Background: an optimization exercise with open tools, aiming at small area, a short achievable clock period and few clock cycles. Do not read the settings as production practice. Only simulation tests tie the RTL to the original design; equivalence was not proved. No activity file was given, so power comes from the tool's default toggle rates.

File: flow/design.v
package core_pkg;
    localparam int XLEN       = 32;
    localparam int REG_ADDR_W = 5;
    localparam logic [4:0] OPC_LUI    = 5'b01101;
    localparam logic [4:0] OPC_AUIPC  = 5'b00101;
    localparam logic [4:0] OPC_JAL    = 5'b11011;
    localparam logic [4:0] OPC_JALR   = 5'b11001;
    localparam logic [4:0] OPC_BRANCH = 5'b11000;
    localparam logic [4:0] OPC_LOAD   = 5'b00000;
    localparam logic [4:0] OPC_STORE  = 5'b01000;
    localparam logic [4:0] OPC_IMM    = 5'b00100;
    localparam logic [4:0] OPC_REG    = 5'b01100;
endpackage
module alu (
    input  logic [31:0] a,
    input  logic [31:0] b,
    input  logic        cin,
    input  logic        sra,
    input  logic        s_add, s_sll, s_slt, s_sltu, s_xor, s_sr, s_or, s_and,
    output logic [31:0] sum,
    output logic [31:0] result
);
    logic [32:0] sum33;
    logic        lt, ltu;
    logic [31:0] sh, sh_rev;
    add_pp #(.W(32)) u_add (.a(a), .b(b), .cin(cin), .sum(sum33[31:0]), .cout(sum33[32]));
    assign sum   = sum33[31:0];
    assign ltu   = !sum33[32];
    assign lt    = (a[31] == b[31]) ? a[31] : sum33[31];
    assign sh = 32'($signed({sra & a[31], a}) >>> b[4:0]);
    always_comb begin
        for (int i = 0; i < 32; i++) sh_rev[i] = sh[31-i];
    end
    assign result = ({32{s_add}}  & sum) |
                    ({32{s_sll}}  & sh_rev) |
                    ({32{s_slt}}  & {31'd0, lt}) |
                    ({32{s_sltu}} & {31'd0, ltu}) |
                    ({32{s_xor}}  & (a ^ b)) |
                    ({32{s_sr}}   & sh) |
                    ({32{s_or}}   & (a | b)) |
                    ({32{s_and}}  & (a & b));
endmodule
module reg_file (
    input  logic        clk,
    input  logic [31:1] sel1,
    input  logic [31:1] sel2,
    input  logic [4:0]  rd,
    input  logic        we,
    input  logic [31:0] wdata,
    output logic [31:0] rs1_data,
    output logic [31:0] rs2_data
);
    logic [31:0] regs [1:31];
    always_ff @(posedge clk) begin
        if (we && rd != 5'd0) begin
            regs[rd] <= wdata;
        end
    end
    always_comb begin
        rs1_data = '0;
        rs2_data = '0;
        for (int i = 1; i < 32; i++) begin
            rs1_data = rs1_data | (regs[i] & {32{sel1[i]}});
            rs2_data = rs2_data | (regs[i] & {32{sel2[i]}});
        end
    end
endmodule
module add_pp #(
    parameter int W = 32
) (
    input  logic [W-1:0] a,
    input  logic [W-1:0] b,
    input  logic         cin,
    output logic [W-1:0] sum,
    output logic         cout
);
    logic [W-1:0] p, g, pp, gg;
    always_comb begin
        p  = a ^ b;
        g  = a & b;
        gg = g;
        pp = p;
        gg[0] = g[0] | (p[0] & cin);
        pp[0] = 1'b0;
        for (int k = 0; (1 << k) < W; k++) begin
            for (int i = 0; i < W; i++) begin
                if ((i >> k) & 1) begin
                    gg[i] = gg[i] | (pp[i] & gg[((i >> k) << k) - 1]);
                    pp[i] = pp[i] & pp[((i >> k) << k) - 1];
                end
            end
        end
        sum  = p ^ {gg[W-2:0], cin};
        cout = gg[W-1];
    end
endmodule
import core_pkg::*;
module riscv_core #(
    parameter int                          ADDR_WIDTH = 20,
    parameter logic [core_pkg::XLEN-1:0]   RESET_PC   = '0
) (
    input  logic                      clk,
    input  logic                      rst,
    output logic [ADDR_WIDTH-1:0]     paddr,
    output logic                      psel,
    output logic                      penable,
    output logic                      pwrite,
    output logic [core_pkg::XLEN-1:0] pwdata,
    output logic [3:0]                pstrb,
    input  logic [core_pkg::XLEN-1:0] prdata,
    input  logic                      pready
);
    localparam logic [1:0] E_EMPTY = 2'd0;
    localparam logic [1:0] E_EXEC  = 2'd1;
    localparam logic [1:0] E_MEM   = 2'd2;
    logic [19:2] addr_q;        
    logic        addr1_q;       
    logic        bus_fetch;     
    logic        fetch_ok;      
    logic [31:0] ir;            
    logic        ir_v;
    logic [19:1] pc;            
    logic [31:1] sel1, sel2;    
    logic        jal_q, bwd_q;  
    logic [1:0]  e_st;
    logic [31:0] op_a, op_b;    
    logic [4:0]  e_rd;
    logic        e_cin, e_sra;
    logic        e_add, e_sll, e_slt, e_sltu, e_xor, e_sr, e_or, e_and;
    logic        e_link;        
    logic        e_wb;          
    logic        e_jalr;
    logic        e_mem;         
    logic        e_store;
    logic        e_br;          
    logic        e_bne;
    logic        e_pred;        
    logic [1:0]  e_size;        
    logic [1:0]  e_off;         
    logic        w_alu;         
    logic        w_ld;          
    logic [31:0] res_q;
    logic bus_free, fetch_done, data_done;
    assign bus_free   = !psel || (penable && pready);
    assign fetch_done = penable && pready && bus_fetch;
    assign data_done  = penable && pready && !bus_fetch;
    logic [19:1] inc_in, inc_out;
    assign inc_in  = (penable && bus_fetch) ? {addr_q, addr1_q} : pc;
    add_pp #(.W(18)) u_inc (.a(inc_in[19:2]), .b(18'd0), .cin(1'b1), .sum(inc_out[19:2]), .cout());
    assign inc_out[1] = inc_in[1];
    logic [4:0]  opc;
    logic [2:0]  f3;
    logic [4:0]  rs1, rs2, rd;
    logic [31:0] i_imm, s_imm, u_imm;
    logic [19:1] b_off, j_off, tgt;
    logic        is_lui, is_auipc, is_jal, is_jalr, is_br, is_load, is_store;
    logic        is_imm, is_reg, is_beq, is_bne, ld_ok, is_alu, d_sub, d_sll;
    assign opc = ir[6:2];
    assign f3  = ir[14:12];
    assign rd  = ir[11:7];
    assign rs1 = ir[19:15];
    assign rs2 = ir[24:20];
    assign is_lui   = (opc == OPC_LUI);
    assign is_auipc = (opc == OPC_AUIPC);
    assign is_jal   = jal_q;
    assign is_jalr  = (opc == OPC_JALR);
    assign is_br    = (opc == OPC_BRANCH);
    assign is_load  = (opc == OPC_LOAD);
    assign is_store = (opc == OPC_STORE);
    assign is_imm   = (opc == OPC_IMM);
    assign is_reg   = (opc == OPC_REG);
    assign is_beq   = is_br && (f3 == 3'b000);
    assign is_bne   = is_br && (f3 == 3'b001);
    assign ld_ok    = !f3[2];
    assign is_alu   = is_imm || is_reg;
    assign d_sub    = is_alu && ((f3 == 3'b000 && is_reg && ir[30]) || f3[2:1] == 2'b01);
    assign d_sll    = is_alu && (f3 == 3'b001);
    assign i_imm = {{20{ir[31]}}, ir[31:20]};
    assign s_imm = {{20{ir[31]}}, ir[31:25], ir[11:7]};
    assign u_imm = {ir[31:12], 12'd0};
    assign b_off = {{8{ir[31]}}, ir[7], ir[30:25], ir[11:8]};
    assign j_off = {ir[19:12], ir[20], ir[30:21]};
    add_pp #(.W(19)) u_tgt (.a(pc), .b(is_jal ? j_off : b_off), .cin(1'b0), .sum(tgt), .cout());
    logic [31:0] rs1_raw, rs2_raw, rs1_val, rs2_val, wdata, alu_sum, alu_res, ld_data;
    logic        byp1, byp2;
    reg_file u_reg_file (
        .clk(clk), .sel1(sel1), .sel2(sel2), .rd(e_rd),
        .we(w_alu || w_ld), .wdata(wdata),
        .rs1_data(rs1_raw), .rs2_data(rs2_raw)
    );
    logic [4:0] nx_rs1, nx_rs2;
    logic       hazard_q;
    assign nx_rs1 = (fetch_done && !kill) ? prdata[19:15] : rs1;
    assign nx_rs2 = (fetch_done && !kill) ? prdata[24:20] : rs2;
    assign rs1_val = byp1 ? res_q : rs1_raw;
    assign rs2_val = byp2 ? res_q : rs2_raw;
    logic hazard, d_go;
    logic [31:0] rs1_rev;
    always_comb begin
        for (int i = 0; i < 32; i++) rs1_rev[i] = rs1_val[31-i];
    end
    assign hazard = hazard_q;
    logic is_bwd, d_jump;
    assign is_bwd = bwd_q;
    assign d_jump = is_jal || is_bwd;
    assign d_go   = ir_v && (e_st == E_EMPTY) && !hazard && !(d_jump && psel);
    alu u_alu (
        .a(op_a), .b(op_b), .cin(e_cin), .sra(e_sra),
        .s_add(e_add), .s_sll(e_sll), .s_slt(e_slt), .s_sltu(e_sltu),
        .s_xor(e_xor), .s_sr(e_sr), .s_or(e_or), .s_and(e_and),
        .sum(alu_sum), .result(alu_res)
    );
    logic kill;
    assign kill = (e_st == E_EXEC) && e_br && (((op_b == 32'd0) != e_bne) != e_pred);
    logic [31:0] ld_shift;
    assign ld_shift = op_b >> {e_off, 3'b000};
    always_comb begin
        case (e_size)
            2'b00:   ld_data = {{24{ld_shift[7]}}, ld_shift[7:0]};
            2'b01:   ld_data = {{16{ld_shift[15]}}, ld_shift[15:0]};
            default: ld_data = op_b;
        endcase
    end
    assign wdata = w_ld ? ld_data : res_q;
    logic start_data, start_jalr, start_br, start_redir, start_seq;
    logic in_ctrl, fetch_go;
    assign start_data  = (e_st == E_EXEC) && e_mem && bus_free;
    assign start_jalr  = (e_st == E_EXEC) && e_jalr && bus_free;
    assign start_br    = d_go && d_jump;
    assign start_redir = kill && bus_free;
    assign in_ctrl  = prdata[6:4] == 3'b110 &&
                      (prdata[2] || (prdata[3] == 1'b0 && prdata[14:13] == 2'b00 && prdata[31]));
    assign fetch_go = fetch_done ? !in_ctrl : fetch_ok;
    assign start_seq = bus_free && fetch_go && !(e_st == E_EXEC && e_mem) &&
                       !(fetch_done && d_go && ((is_load && ld_ok) || is_store)) &&
                       !start_br && !start_jalr && !kill;
    logic [3:0] st_mask;
    always_comb begin
        case (e_size)
            2'b00:   st_mask = 4'b0001 << alu_sum[1:0];
            2'b01:   st_mask = alu_sum[1] ? 4'b1100 : 4'b0011;
            default: st_mask = 4'b1111;
        endcase
    end
    assign paddr = {addr_q, 2'b00};
    always_ff @(posedge clk) begin
        if (!rst) begin
            psel      <= 1'b0;
            penable   <= 1'b0;
            bus_fetch <= 1'b1;
            fetch_ok  <= 1'b1;
        end else begin
            if (psel && !penable) begin
                penable <= 1'b1;
            end else if (bus_free) begin
                psel    <= start_data || start_jalr || start_br || start_redir || start_seq;
                penable <= 1'b0;
            end
            if (bus_free) begin
                bus_fetch <= !start_data;
            end
            if (fetch_done && !kill) begin
                fetch_ok <= !in_ctrl;
            end
        end
    end
    always_ff @(posedge clk) begin
        if (start_data) begin
            addr_q  <= alu_sum[19:2];
            pwrite  <= e_store;
            pstrb   <= e_store ? st_mask : 4'b0000;
        end else if (start_jalr) begin
            {addr_q, addr1_q} <= alu_sum[19:1];
            pwrite  <= 1'b0;
            pstrb   <= 4'b0000;
        end else if (start_br) begin
            {addr_q, addr1_q} <= tgt;
            pwrite  <= 1'b0;
            pstrb   <= 4'b0000;
        end else if (start_redir) begin
            {addr_q, addr1_q} <= op_a[19:1];
            pwrite  <= 1'b0;
            pstrb   <= 4'b0000;
        end else if (start_seq) begin
            {addr_q, addr1_q} <= inc_out;
            pwrite  <= 1'b0;
            pstrb   <= 4'b0000;
        end
    end
    always_ff @(posedge clk) begin
        if (!rst) begin
            ir_v  <= 1'b0;
            e_st  <= E_EMPTY;
            w_alu    <= 1'b0;
            w_ld     <= 1'b0;
            byp1     <= 1'b0;
            byp2     <= 1'b0;
            hazard_q <= 1'b0;
            pc    <= 19'h7FFFE;     
        end else begin
            if (fetch_done && !kill) begin
                ir_v <= 1'b1;
                pc   <= {addr_q, addr1_q};
            end else if (d_go || kill) begin
                ir_v <= 1'b0;
            end
            w_alu    <= (e_st == E_EXEC) && e_wb && !e_mem;
            w_ld     <= (e_st == E_MEM) && data_done && !e_store && e_wb;
            byp1     <= (e_st == E_EXEC) && e_wb && !e_mem && (nx_rs1 == e_rd);
            byp2     <= (e_st == E_EXEC) && e_wb && !e_mem && (nx_rs2 == e_rd);
            hazard_q <= (e_st == E_MEM) && data_done && !e_store && e_wb &&
                        (nx_rs1 == e_rd || nx_rs2 == e_rd);
            case (e_st)
                E_EXEC: begin
                    if (e_mem) begin
                        if (bus_free) e_st <= E_MEM;
                    end else if (e_jalr || kill) begin
                        if (bus_free) e_st <= E_EMPTY;
                    end else begin
                        e_st <= E_EMPTY;
                    end
                end
                E_MEM: begin
                    if (data_done) e_st <= E_EMPTY;
                end
                default: e_st <= E_EMPTY;
            endcase
            if (d_go && ((is_load && ld_ok) || is_store || is_jal || is_jalr || is_beq || is_bne ||
                         is_lui || is_auipc || is_alu)) begin
                e_st <= E_EXEC;
            end
        end
    end
    always_ff @(posedge clk) begin
        if (fetch_done && !kill) begin
            ir <= prdata;
            jal_q <= (prdata[6:2] == OPC_JAL);
            bwd_q <= (prdata[6:2] == OPC_BRANCH) && (prdata[14:13] == 2'b00) && prdata[31];
            for (int i = 1; i < 32; i++) begin
                sel1[i] <= (prdata[19:15] == 5'(i));
                sel2[i] <= (prdata[24:20] == 5'(i));
            end
        end
        res_q <= e_link ? {12'd0, inc_out, 1'b0} : alu_res;
        if (d_go) begin
            op_a    <= is_lui ? 32'd0 :
                       (is_auipc || is_br) ? {12'd0, is_bwd ? inc_out : is_br ? tgt : pc, 1'b0} :
                       d_sll ? rs1_rev : rs1_val;
            op_b    <= is_br ? rs1_val ^ rs2_val :
                       is_reg ? (d_sub ? ~rs2_val : rs2_val) :
                       is_imm ? (d_sub ? ~i_imm : i_imm) :
                       is_store ? s_imm :
                       (is_lui || is_auipc) ? u_imm : i_imm;
            e_rd    <= rd;
            e_cin   <= d_sub;
            e_sra   <= ir[30];
            e_add   <= !is_alu || f3 == 3'b000;
            e_sll   <= d_sll;
            e_slt   <= is_alu && f3 == 3'b010;
            e_sltu  <= is_alu && f3 == 3'b011;
            e_xor   <= is_alu && f3 == 3'b100;
            e_sr    <= is_alu && f3 == 3'b101;
            e_or    <= is_alu && f3 == 3'b110;
            e_and   <= is_alu && f3 == 3'b111;
            e_wb    <= (is_lui || is_auipc || is_alu || is_jal || is_jalr || is_load) && rd != 5'd0;
            e_link  <= is_jal || is_jalr;
            e_jalr  <= is_jalr;
            e_mem   <= is_load || is_store;
            e_store <= is_store;
            e_br    <= is_beq || is_bne;
            e_bne   <= is_bne;
            e_pred  <= is_bwd;
            e_size  <= f3[1:0];
            pwdata  <= (f3[1:0] == 2'b00) ? {4{rs2_val[7:0]}} :
                       (f3[1:0] == 2'b01) ? {2{rs2_val[15:0]}} : rs2_val;
        end else if (data_done && !e_store) begin
            op_b <= prdata;
        end
        if (start_data) begin
            e_off <= alu_sum[1:0];
        end
    end
endmodule
File: flow/constraint.sdc
create_clock -name core_clock -period 10.0 [get_ports {clk}]
set_input_delay 2.0000 -clock core_clock [delete_from_list [all_inputs] [get_ports {clk}]]
set_output_delay 2.0000 -clock core_clock [all_outputs]
set_load 0.01 [all_outputs]
File: flow/flow/run.sh
#!/bin/bash
# Standard layout, with timing repair aimed at a tighter period than the
# constraint's 10 ns (slack margin 6.6 ns), a clock tree with larger sink
# clusters (30 flip-flops per leaf buffer) built without dummy loads, and
# adders left to ABC instead of mapped onto full-adder cells.
# Full tool output goes to make.log.
set -euo pipefail
bash standard.sh finish SETUP_SLACK_MARGIN=6.6 ADDER_MAP_FILE= \
    "CTS_ARGS=-sink_clustering_enable -repair_clock_nets -dont_use_dummy_load -sink_clustering_size 30 -sink_clustering_max_diameter 80" > make.log 2>&1
File: flow/config.mk
export PLATFORM = sky130hd
export DESIGN_NAME = riscv_core
export DESIGN_NICKNAME = riscv_core
export VERILOG_FILES = /design/flow/design.v
export SDC_FILE = /design/flow/constraint.sdc
export NUM_CORES = 4
export LEC_CHECK = 0
export CAP_MARGIN = 20
export CORE_MARGIN = 2
export CORE_UTILIZATION = 40
export SLEW_MARGIN = 20
File: flow/standard.sh
#!/bin/bash
# synth_recipe.tcl (not shown) runs the flow's synth.tcl, then flattens the netlist and writes it again
# the make line also repeats each setting of config.mk as NAME=value (left out here)
make -C /OpenROAD-flow-scripts/flow DESIGN_CONFIG=/design/flow/config.mk WORK_HOME=/design/flow/orfs CLKGATE_MAP_FILE= SYNTH_SCRIPT=/design/flow/synth_recipe.tcl "${@:-finish}"
==> metrics.cfg <==
[timing]
maxSlewHeadroom = 0.248
setup_viol = 0
slew_violations = 0
tns_ns = 0
fmax_mhz = 277
fin_crit_sh = 0.361
min_period_ns = 3.61
rsz0062_at_grt = yes
hold_viol = 0
fin_ws_ns = 6.39
finClkSkew_ns = 0.144
worst_pin_slew_ns = 1.13

[min_path]
hold_path.class = flop to flop

[cts]
clockBufferDepth = 3
cts_tree = built
cts.sinks = 1296
numCtsBuffers = 70
clk_pin_slew_ns = 0.11
insertion_delay_ns = 0.75
htree_levels = 3
cts_root_buffer = clkbuf_16

[floorplan]
core_area_sq_um = 154000
std_cell_rows = 144
die_y_microns = 399
dieWidth_microns = 399
die_area_sq_um = 159000
ios = 94
start_util = 0.403

[layout]
nets = 5217
synthToLayoutAreaGrowth_pct = 12.8
stdcell_area_sq_um = 70300
instances_no_fill = 7234
drive_gt1_frac = 0.145

[logic_synthesis]
ys.flop_type = edfxtp_1
synthArstFlopShare = 0
yosys_warnings = 6
avgSynthCellArea_sq_um = 12.2
netlist_area_sq_um = 62300
postSynthRegisterBits = 1296
synth_area_leader_cell = edfxtp_1
ys_top_cells_by_area = edfxtp_1 (59%), a221oi_1 (4.8%), a22o_1 (4.5%), a22oi_1 (4.0%), a21oi_1 (2.8%)
yosysUniqueCellTypes = 79
yosysSeqAreaShare = 0.615
yosysTopAreaCellShare = 0.595
synth-edff-count = 1233
synthCells = 5114

[placed_design]
gp_congestion = 0.976
port_buffers = 91
place_inst = 7001
place_ws_ns = 4.62
dp_hpwl_mm = 175
placed_cell_area_sq_um = 65900

[route]
routed_wl_mm = 306
dr.pass1.iters = 10
vias_per_cell = 7.55
antenna_left = 0
wl_per_cell_microns = 42.3
drc = 0
drt-initial-drc-count = 12300
vias = 54600

[critical_path]
cp_slowest_cell = a21oi_1
critical_path.top_delay_family = compound AO/OA/AOI/OAI gates
arrival_ns = 4.13
start_kind = flop
crit_chain = buf_4 > buf_4 > a22o_1 > a221oi_1 > nand4_1 > nor3_4 > a21oi_1 > xor2_1 > nand2_1 > a31oi_1 > a21oi_1 > o21ai_0
criticalPathCategory = flop to flop
worstPathRequired_ns = 10.53
critical_path_buf_inv_count = 2
worstPathMaxFanout = 19
crit_path_end_kind = flop
crit_path_max_incr_delay_ns = 0.64

[flow_run]
maxCapViolations = 0

[power_and_ir_drop]
leakagePower_nw = 22.7
powerDensity_nw_per_um2 = 151
totalPowerFinal_mw = 10.6
peakVddDrop_uv = 145

[global_route]
grt_pass1_vias = 49400
grt_overflow = 0
antenna_found_initial = 9
grt_max_degree = 72
grt_pass1_wl_mm = 408
track_usage = 0.371

[status]
outcome = complete, no violations

-- layer usage --
layer	global-route usage	share of wire
met5	0.00182	0.00042
met4	0.267	0.099
met3	0.143	0.16
met2	0.535	0.41
met1	0.452	0.33
-- flip-flops by register name, summed over array words and instances (netlist names), 2 cells and up --
signal           count
u_reg_file.regs    992
op_a                32
op_b                32
pwdata              32
res_q               32
sel1                31
sel2                31
ir                  30
pc                  19
addr_q              18
e_rd                 5
pstrb                4
e_off                2
e_size               2
e_st                 2
-- cells in the mapped netlist (all sizes together) (5+ instances only) --
cell type and count:
and2 14, nand3b 8, nand3 137, a211oi 39, a22o 322, maj3 26, or3 5, o221ai 17
nor4 20, nand4 134, o211ai 26, clkbuf 355, nor2 240, o21a 8, a31oi 50, mux4 21
mux2i 89, mux2 26, a211o 13, nand2b 39, nor2b 16, o21ai 188, o22ai 42, edfxtp 1233
a21o 10, dfxtp 63, and3 8, nor3 108, o31ai 7, buf 92, a21oi 353, xnor2 105
a22oi 333, a221oi 343, inv 70, xor2 94, nand2 397, or2 9
-- cells by family (layout without fill, tap and decap cells) --
kind of cell	Yosys count	after routing	synth area share
other	1	12	0.0000602
DFF	1296	1296	0.615
muxes	136	136	0.0266
and+or+nand+nor	1154	1156	0.0865
xor gates and xnor gates	200	200	0.0283
AOI/OAI and AO/OA	1783	1784	0.207
adders and majority gates	26	26	0.00438
buffers and inverters	518	580	0.0325
-- power by group --
| part | internal [mW] | switching (mW) | leakage, nW |
|---|---|---|---|
| Sequential | 6.14 | 0.0900 | 11.5 |
| Clock | 1.25 | 1.76 | 0.863 |
| Combinational | 0.407 | 0.966 | 10.3 |
| Total | 7.80 | 2.82 | 22.7 |
-- path summary, 6_finish.rpt --
path | startpoint | to | slack, ns | cells past startpoint
max | sel2[25] | op_b[12] | 6.39 | 12
min | ir[7] | e_rd[0] | 0.48 | 0
max reg2reg | sel2[25] | op_b[12] | 6.39 | 12
min reg2reg | ir[7] | e_rd[0] | 0.48 | 0
-- worst register-to-register path: cells and delay by family, from the launching register on --
| kind | cells | cell delay (ns) |
|---|---|---|
| AO/OA/AOI/OAI | 6 | 1.47 |
| XOR/XNOR | 1 | 0.22 |
| buffers and inverters | 2 | 1.03 |
| flip-flops | 1 | 0.34 |
| AND/OR/NAND/NOR | 3 | 0.37 |
-- placed cells by master, fill, tap and decap left out, types with 40 or more instances in the layout --
cell type / Yosys / final
edfxtp_1: 1233 / 1233
nand2_1: 397 / 393
a221oi_1: 343 / 340
a22oi_1: 332 / 332
a22o_1: 322 / 322
a21oi_1: 352 / 306
buf_4: 9 / 299
nor2_1: 238 / 205
nand3_1: 137 / 135
nand4_1: 134 / 134
o21ai_0: 183 / 127
xnor2_1: 105 / 100
xor2_1: 94 / 90
mux2i_1: 89 / 84
clkbuf_16: 0 / 72
inv_1: 67 / 64
dfxtp_1: 63 / 57
nor3_1: 107 / 52
a31oi_1: 49 / 46
o22ai_1: 42 / 40
-- through the flow --
stage,hold WS [ns],util
floorplan,0.424,-
global placement,0.488,0.427
detailed placement,0.490,0.427
CTS,0.475,0.448
global route,0.523,0.455
finish,0.485,0.455
-- final cells by class --
type | instances | area [sq um]
Antenna cell | 10 | 25.0
Clock buffer | 70 | 1750
Fill cell | 13900 | 84100
Inverter | 71 | 310
Multi-Input combinational cell | 3304 | 23500
Sequential cell | 1296 | 38300
Tap cell | 2044 | 2560
Timing Repair Buffer | 435 | 3770
Timing Repair inverter | 4 | 31.3
-- repair_timing --
item,4_1_cts,5_1_grt
hold buffers,0,0
gates cloned,8,3
pin swaps,14,30
buffers inserted,75,67
setup endpoints to repair,498,435
gates resized for setup,303,120
Testbench counts, summed over its fixed seeds: cycles 105,220.

separate check: timing with driven ports:
How much do the figures lean on ideal ports? The routed layout below was timed once more, with nothing changed but the port constraints.
Step 1 assumes that a clkbuf_16 drives the clock port and a buf_2 every other input.
Step 2 times the ports against the registers' clock, not the clock port: input delays grow and output delays shrink by t, the midpoint of the rising clock arrivals with the driver on.
Slacks: no drivers / after step 1 / after step 2; pairs: no drivers / after step 1.
t, ns: 0.778
setup slack, ns: 6.394 / 6.394 / 5.891
worst hold slack (ns): 0.485 / 0.485 / 0.485
clock arrival spread, ns: 0.150 / 0.150
worst data-port slew with drivers (ns): 0.04
After both steps setup and hold are still met in this run. The setup slack of this run moves by 0.000 ns with the drivers and by -0.503 ns with both steps.
